Source: an optimization exercise on an open RTL-to-GDS flow (aim: small area, a short achievable clock period and few clock cycles per item). Production flows keep margins and buffers that such runs may drop. For this run, only the layout was checked, not whether the RTL still works. Power figures rest on the tool's default switching activity, not on a simulated workload.

**config.mk**
```make
export PLATFORM = sky130hd
export DESIGN_NAME = pixel_format_blit_converter
export DESIGN_NICKNAME = pixel_format_blit_converter
export VERILOG_FILES = /design/flow/design.v
export SDC_FILE = /design/flow/constraint.sdc
export NUM_CORES = 4
export LEC_CHECK = 0
export CAP_MARGIN = 20
export CORE_MARGIN = 2
export CORE_UTILIZATION = 50
export SLEW_MARGIN = 20
export SYNTH_MEMORY_MAX_BITS = 16384
```
**run.sh**
```bash
#!/bin/bash
# synth_recipe.tcl (not shown) runs the flow's synth.tcl, then flattens the netlist and writes it again
# the make line also repeats each setting of config.mk as NAME=value (left out here)
make -C /OpenROAD-flow-scripts/flow DESIGN_CONFIG=/design/flow/config.mk WORK_HOME=/design/flow/orfs CLKGATE_MAP_FILE= SYNTH_SCRIPT=/design/flow/synth_recipe.tcl finish
```
**constraint.sdc**
```tcl
create_clock -name core_clock -period 13.0 [get_ports {clk_i}]
set_input_delay 2.6000 -clock core_clock [delete_from_list [all_inputs] [get_ports {clk_i}]]
set_output_delay 2.6000 -clock core_clock [all_outputs]
set_load 0.01 [all_outputs]
```
**design.v**
```verilog
`timescale 1ns / 1ps
package pfbc_pkg;
  localparam int unsigned PALETTE_DEPTH_DEF = 256;
  localparam int unsigned CFG_IDX_W  = 3;
  localparam int unsigned CFG_DATA_W = 9;
  localparam logic [CFG_IDX_W-1:0] CFG_SOURCE_FORMAT  = 3'd0;
  localparam logic [CFG_IDX_W-1:0] CFG_DEST_FORMAT    = 3'd1;
  localparam logic [CFG_IDX_W-1:0] CFG_BLEND_FLAGS    = 3'd2;
  localparam logic [CFG_IDX_W-1:0] CFG_PALETTE_COLORS = 3'd3;
  localparam logic [CFG_IDX_W-1:0] CFG_SWAP_BYTES     = 3'd4;
  localparam logic CMD_LOAD    = 1'b0;
  localparam logic CMD_CONVERT = 1'b1;
  localparam logic SRC_FMT_INDEX = 1'b0;
  localparam logic SRC_FMT_ARGB  = 1'b1;
  localparam logic [1:0] DST_FMT_8  = 2'd0;
  localparam logic [1:0] DST_FMT_16 = 2'd1;
  localparam logic [1:0] DST_FMT_32 = 2'd2;
  localparam logic       SOURCE_FORMAT_RST  = SRC_FMT_INDEX;
  localparam logic [1:0] DEST_FORMAT_RST    = DST_FMT_32;
  localparam logic [1:0] BLEND_FLAGS_RST    = 2'd0;
  localparam logic [8:0] PALETTE_COLORS_RST = 9'd0;
  localparam logic       SWAP_BYTES_RST     = 1'b1;
  localparam logic [31:0] ALPHA_MASK = 32'hFF00_0000;
endpackage
`timescale 1ns / 1ps
import pfbc_pkg::*;
module pixel_format_blit_converter #(
  parameter int unsigned PALETTE_DEPTH = pfbc_pkg::PALETTE_DEPTH_DEF
) (
  input  logic                           clk_i,
  input  logic                           rst_ni,
  input  logic                           cfg_we_i,
  input  logic [pfbc_pkg::CFG_IDX_W-1:0] cfg_idx_i,
  input  logic [pfbc_pkg::CFG_DATA_W-1:0] cfg_data_i,
  input  logic                           s_axis_tvalid_i,
  output logic                           s_axis_tready_o,
  input  logic [71:0]                    s_axis_tdata_i,
  input  logic [0:0]                     s_axis_tuser_i,
  output logic                           m_axis_tvalid_o,
  input  logic                           m_axis_tready_i,
  output logic [31:0]                    m_axis_tdata_o,
  output logic [1:0]                     m_axis_tuser_o
);
  localparam int unsigned IDX_W = $clog2(PALETTE_DEPTH);
  localparam logic [8:0]  DEPTH_LIM = PALETTE_DEPTH[8:0];
  localparam int unsigned NF  = 4;
  localparam int unsigned CAP = NF + 1;
  function automatic logic [15:0] swap16(input logic [15:0] v);
    swap16 = {v[7:0], v[15:8]};
  endfunction
  function automatic logic [15:0] pack565(input logic [31:0] c, input logic swap);
    logic [15:0] v;
    v = {c[7:3], c[15:10], c[23:19]};
    pack565 = swap ? {v[7:0], v[15:8]} : v;
  endfunction
  logic       source_format_q;
  logic [1:0] dest_format_q;
  logic [1:0] blend_flags_q;
  logic [8:0] palette_colors_q;
  logic       swap_bytes_q;
  always_ff @(posedge clk_i or negedge rst_ni) begin
    if (!rst_ni) begin
      source_format_q  <= SOURCE_FORMAT_RST;
      dest_format_q    <= DEST_FORMAT_RST;
      blend_flags_q    <= BLEND_FLAGS_RST;
      palette_colors_q <= PALETTE_COLORS_RST;
      swap_bytes_q     <= SWAP_BYTES_RST;
    end else if (cfg_we_i) begin
      case (cfg_idx_i)
        CFG_SOURCE_FORMAT:  source_format_q  <= cfg_data_i[0];
        CFG_DEST_FORMAT:    dest_format_q    <= cfg_data_i[1:0];
        CFG_BLEND_FLAGS:    blend_flags_q    <= cfg_data_i[1:0];
        CFG_PALETTE_COLORS: palette_colors_q <= cfg_data_i[8:0];
        CFG_SWAP_BYTES:     swap_bytes_q     <= cfg_data_i[0];
        default: ;
      endcase
    end
  end
  logic test;
  logic blend;
  logic blend_mode;
  assign test       = blend_flags_q[0];
  assign blend      = blend_flags_q[1];
  assign blend_mode = (source_format_q == SRC_FMT_ARGB) && (dest_format_q == DST_FMT_16) && blend;
  logic       in_ready_q;
  logic [2:0] credit_q;
  logic       acc_cvt;
  logic       acc_load;
  logic       out_valid_q;
  logic       pop;
  logic [2:0] credit_d;
  assign s_axis_tready_o = in_ready_q;
  assign acc_cvt  = s_axis_tvalid_i && in_ready_q && (s_axis_tuser_i[0] == CMD_CONVERT);
  assign acc_load = s_axis_tvalid_i && in_ready_q && (s_axis_tuser_i[0] == CMD_LOAD);
  assign pop      = out_valid_q && m_axis_tready_i;
  assign credit_d = credit_q + {2'd0, acc_cvt} - {2'd0, pop};
  always_ff @(posedge clk_i or negedge rst_ni) begin
    if (!rst_ni) begin
      credit_q   <= 3'd0;
      in_ready_q <= 1'b1;
    end else begin
      credit_q   <= credit_d;
      in_ready_q <= (credit_d <= 3'(CAP - 1));
    end
  end
  logic        s0_cvt_q;
  logic        s0_load_q;
  logic [31:0] s0_src_q;
  logic [7:0]  s0_slot_q;
  logic [31:0] s0_dst_q;
  always_ff @(posedge clk_i or negedge rst_ni) begin
    if (!rst_ni) begin
      s0_cvt_q  <= 1'b0;
      s0_load_q <= 1'b0;
    end else begin
      s0_cvt_q  <= acc_cvt;
      s0_load_q <= acc_load;
    end
  end
  always_ff @(posedge clk_i) begin
    s0_src_q  <= s_axis_tdata_i[31:0];
    s0_slot_q <= s_axis_tdata_i[39:32];
    s0_dst_q  <= s_axis_tdata_i[71:40];
  end
  logic [PALETTE_DEPTH-1:0]    pal_we;
  logic [PALETTE_DEPTH-1:0]    pal_sel;
  logic [32*PALETTE_DEPTH-1:0] pal_q;
  logic [31:0]                 pal_rd;
  for (genvar k = 0; k < PALETTE_DEPTH; k++) begin : g_pal
    assign pal_we[k]  = s0_load_q && (s0_slot_q == 8'(k));
    assign pal_sel[k] = (s0_src_q[7:0] == 8'(k));
    always_ff @(posedge clk_i) begin
      if (pal_we[k]) pal_q[32*k +: 32] <= s0_src_q;
    end
  end
  always_comb begin
    pal_rd = 32'd0;
    for (int k = 0; k < PALETTE_DEPTH; k++) begin
      pal_rd = pal_rd | (pal_q[32*k +: 32] & {32{pal_sel[k]}});
    end
  end
  logic [7:0]  idx;
  logic        loaded;
  logic [31:0] grey;
  logic [31:0] raw;
  logic [31:0] pal_word;
  logic        clear;
  logic [31:0] dmask;
  logic [31:0] pix_d;
  logic        we_d;
  logic        uns_d;
  assign idx      = s0_src_q[7:0];
  assign loaded   = ({1'b0, idx} < palette_colors_q) && ({1'b0, idx} < DEPTH_LIM);
  assign grey     = {8'd0, idx, idx, idx};
  assign raw      = loaded ? pal_rd : grey;
  assign pal_word = loaded ? (pal_rd ^ ALPHA_MASK) : (grey | ALPHA_MASK);
  assign clear    = (s0_src_q & ALPHA_MASK) == 32'd0;
  always_comb begin
    case (dest_format_q)
      DST_FMT_8:  dmask = 32'h0000_00FF;
      DST_FMT_16: dmask = 32'h0000_FFFF;
      default:    dmask = 32'hFFFF_FFFF;
    endcase
  end
  always_comb begin
    pix_d = 32'd0;
    we_d  = 1'b0;
    uns_d = 1'b0;
    if (source_format_q == SRC_FMT_INDEX) begin
      case (dest_format_q)
        DST_FMT_8: begin
          if ((test || blend) && (idx == 8'd0)) begin
            pix_d = s0_dst_q & dmask;
          end else begin
            pix_d = {24'd0, idx};
            we_d  = 1'b1;
          end
        end
        DST_FMT_16: begin
          pix_d = {16'd0, pack565(raw, swap_bytes_q)};
          we_d  = 1'b1;
        end
        DST_FMT_32: begin
          if (test) begin
            if (pal_word[31]) begin
              pix_d = pal_word;
              we_d  = 1'b1;
            end else begin
              pix_d = s0_dst_q & dmask;
            end
          end else if (blend) begin
            uns_d = 1'b1;
          end else begin
            pix_d = pal_word;
            we_d  = 1'b1;
          end
        end
        default: uns_d = 1'b1;
      endcase
    end else begin
      case (dest_format_q)
        DST_FMT_16: begin
          if (test && clear) begin
            pix_d = s0_dst_q & dmask;
          end else begin
            pix_d = {16'd0, pack565(s0_src_q, swap_bytes_q)};
            we_d  = 1'b1;
          end
        end
        DST_FMT_32: begin
          if (test) begin
            if (clear) begin
              pix_d = s0_dst_q;
            end else begin
              pix_d = s0_src_q;
              we_d  = 1'b1;
            end
          end else if (blend) begin
            uns_d = 1'b1;
          end else begin
            pix_d = s0_src_q;
            we_d  = 1'b1;
          end
        end
        default: uns_d = 1'b1;
      endcase
    end
  end
  logic [15:0] dj;
  logic [7:0]  b0_s [3];
  logic [7:0]  b0_d [3];
  assign dj      = swap_bytes_q ? swap16(s0_dst_q[15:0]) : s0_dst_q[15:0];
  assign b0_s[0] = s0_src_q[23:16];
  assign b0_s[1] = s0_src_q[15:8];
  assign b0_s[2] = s0_src_q[7:0];
  assign b0_d[0] = {dj[4:0], 3'b000};
  assign b0_d[1] = {dj[10:5], 2'b00};
  assign b0_d[2] = {dj[15:11], 3'b000};
  logic        s1_valid_q;
  logic        s2_valid_q;
  logic [7:0]  s1_mag_q [3];
  logic [2:0]  s1_ge_q;
  logic [15:0] s1_dj_q;
  logic [7:0]  s1_a_q;
  logic [15:0] s2_m_q [3];
  logic [2:0]  s2_ge_q;
  logic [15:0] s2_dj_q;
  logic        s2_clear_q;
  always_ff @(posedge clk_i or negedge rst_ni) begin
    if (!rst_ni) begin
      s1_valid_q <= 1'b0;
      s2_valid_q <= 1'b0;
    end else begin
      s1_valid_q <= s0_cvt_q;
      s2_valid_q <= s1_valid_q;
    end
  end
  always_ff @(posedge clk_i) begin
    for (int c = 0; c < 3; c++) begin
      s1_ge_q[c]  <= b0_s[c] >= b0_d[c];
      s1_mag_q[c] <= (b0_s[c] >= b0_d[c]) ? (b0_s[c] - b0_d[c]) : (b0_d[c] - b0_s[c]);
      s2_m_q[c]   <= 16'(s1_mag_q[c]) * 16'(s1_a_q);
    end
    s1_dj_q    <= dj;
    s1_a_q     <= s0_src_q[31:24];
    s2_ge_q    <= s1_ge_q;
    s2_dj_q    <= s1_dj_q;
    s2_clear_q <= (s1_a_q == 8'd0);
  end
  logic [7:0]  bd [3];
  logic [7:0]  bq [3];
  logic [7:0]  bc [3];
  logic [16:0] bt [3];
  logic [15:0] blended;
  assign bd[0] = {s2_dj_q[4:0], 3'b000};
  assign bd[1] = {s2_dj_q[10:5], 2'b00};
  assign bd[2] = {s2_dj_q[15:11], 3'b000};
  always_comb begin
    for (int c = 0; c < 3; c++) begin
      bt[c] = {1'b0, s2_m_q[c]} + 17'd1 + {9'd0, s2_m_q[c][15:8]};
      bq[c] = bt[c][15:8];
      bc[c] = s2_ge_q[c] ? (bd[c] + bq[c]) : (bd[c] - bq[c]);
    end
  end
  assign blended = {bc[2][7:3], bc[1][7:2], bc[0][7:3]};
  logic        res_valid;
  logic [33:0] res;
  assign res_valid = blend_mode ? s2_valid_q : s0_cvt_q;
  assign res = blend_mode ? {1'b0, !s2_clear_q, 16'd0, swap_bytes_q ? swap16(blended) : blended}
                          : {uns_d, we_d, pix_d};
  logic [33:0] fifo_q [NF];
  logic [1:0]  fifo_wp_q;
  logic [1:0]  fifo_rp_q;
  logic [2:0]  fifo_cnt_q;
  logic [33:0] out_q;
  logic        out_free;
  logic        fifo_nonempty;
  logic        fifo_push;
  assign out_free      = !out_valid_q || m_axis_tready_i;
  assign fifo_nonempty = (fifo_cnt_q != 3'd0);
  assign fifo_push     = res_valid && !(out_free && !fifo_nonempty);
  always_ff @(posedge clk_i or negedge rst_ni) begin
    if (!rst_ni) begin
      out_valid_q <= 1'b0;
      fifo_wp_q   <= 2'd0;
      fifo_rp_q   <= 2'd0;
      fifo_cnt_q  <= 3'd0;
    end else begin
      if (out_free) begin
        out_valid_q <= fifo_nonempty || res_valid;
      end
      if (fifo_push) begin
        fifo_wp_q <= fifo_wp_q + 2'd1;
      end
      if (out_free && fifo_nonempty) begin
        fifo_rp_q <= fifo_rp_q + 2'd1;
      end
      fifo_cnt_q <= fifo_cnt_q + {2'd0, fifo_push} - {2'd0, out_free && fifo_nonempty};
    end
  end
  always_ff @(posedge clk_i) begin
    if (fifo_push) begin
      fifo_q[fifo_wp_q] <= res;
    end
    if (out_free) begin
      out_q <= fifo_nonempty ? fifo_q[fifo_rp_q] : res;
    end
  end
  assign m_axis_tvalid_o = out_valid_q;
  assign m_axis_tdata_o  = out_q[31:0];
  assign m_axis_tuser_o  = out_q[33:32];
endmodule
```
==> impl_summary.log <==
[metrics] Setup Buffers After CTS: 0
[metrics] largest net degree at the start of global routing: 189
[metrics] most numerous cell types in the synthesized netlist: sky130_fd_sc_hd__edfxtp_1 (8362), sky130_fd_sc_hd__a22oi_1 (2518), sky130_fd_sc_hd__clkbuf_1 (860)
[metrics] error that halted the flow: [ERROR GRT-0116] Global routing finished with congestion. Check the congestion regions in the DRC Viewer.
[metrics] hold bufs inserted after CTS: 0
[metrics] top cells by area in the synthesized netlist: sky130_fd_sc_hd__edfxtp_1 (77%), sky130_fd_sc_hd__a22oi_1 (5.8%), sky130_fd_sc_hd__dfxtp_1 (1.2%), sky130_fd_sc_hd__a22o_1 (1.1%), sky130_fd_sc_hd__nand3_1 (1.0%)
[metrics] Resized cells post-CTS: 0
[metrics] warning count from the yosys run: 9
[metrics] GRT Overall Usage: 83.4%
[metrics] global-route wire length before repair: 3390000 µm
[metrics] IO Port Bufs: 125
[metrics] Synth Area per Inst: 16.9 µm²
[metrics] leading area contributor after synthesis: sky130_fd_sc_hd__edfxtp_1
[metrics] last weighted congestion value of the routability-driven placer: 1.23
[metrics] via count of the first global-routing pass: 257000
[metrics] Post-Synthesis Net Count: 19800
[metrics] number of enable flip-flop cells after synthesis: 8362
[metrics] Synth async-reset ratio: 0.361%
[metrics] Synth Flop Type: sky130_fd_sc_hd__edfxtp_1
[metrics] Chip Height: 813 µm
[metrics] H-tree levels: 6
[metrics] minimum setup slack after placement: 4700 ps
[metrics] final HPWL from detailed placement: 1750000 µm
[metrics] count of state elements after synthesis: 8584
[metrics] number of sinks on the clock net: 8584
[metrics] synthesized instance count: 19400
[metrics] run status: aborted with a tool error
[metrics] initial core utilization: 50.1%
[metrics] Cell Area, Synth: 327000 µm²
[metrics] top cell type's share of synthesized area: 76.7%
[metrics] cell with the most instances after synthesis: sky130_fd_sc_hd__edfxtp_1
[metrics] Unique masters post-synth: 94
[metrics] proportion of synthesized chip area in sequential cells: 78.1%
[metrics] Clock Root Buffer: sky130_fd_sc_hd__clkbuf_16
[metrics] number of buffers added by the clock tree synthesis step: 870
[metrics] Overflow after GRT: 2
[metrics] floorplan die width: 813 µm
[metrics] site row count: 297
[metrics] stage reached: global routing
[metrics] num ports: 126
[metrics] worst-case clock buffer depth: 4
## power groups by stage
| stage | registers (W) | clock network, W | logic, W |
|---|---|---|---|
| after floorplan | 0.0318 | 0 | 0.00352 |
| after global placement | 0.0316 | 0 | 0.00673 |
| after detailed placement | 0.0316 | 0 | 0.00669 |
| after CTS | 0.0311 | 0.0243 | 0.00673 |
## cell families after synthesis
group	synth area share, %
buf+inv	1.79
xor+xnor	0.233
simple gates	5.96
flops	78.1
compound gates	11.3
fa+ha+maj	1.52
mux	1.05
## how the worst max path moves through the flow
stage / from / cells after the start / to / slack [ps]
2_1_floorplan: s0_src_q[1] / 15 / fifo_q[0][3] / 5050
3_3_place_gp: s0_src_q[1] / 16 / fifo_q[0][7] / 3880
3_5_place_dp: s0_src_q[1] / 17 / fifo_q[0][4] / 4700
4_1_cts: s0_src_q[1] / 17 / out_q[23] / 4690
## metrics by stage
step | area, µm² | total power, W | cells
after floorplan | 327000 | 0.0353 | 19400
after global placement | 354000 | 0.0384 | 28700
after detailed placement | 355000 | 0.0383 | 28700
after CTS | 382000 | 0.0621 | 30300
## metal layers
metal	GRT overflow	GRT usage, %
met1	0	84.2
met5	0	67.7
met4	0	78.7
met3	0	77.9
met2	2	90.3
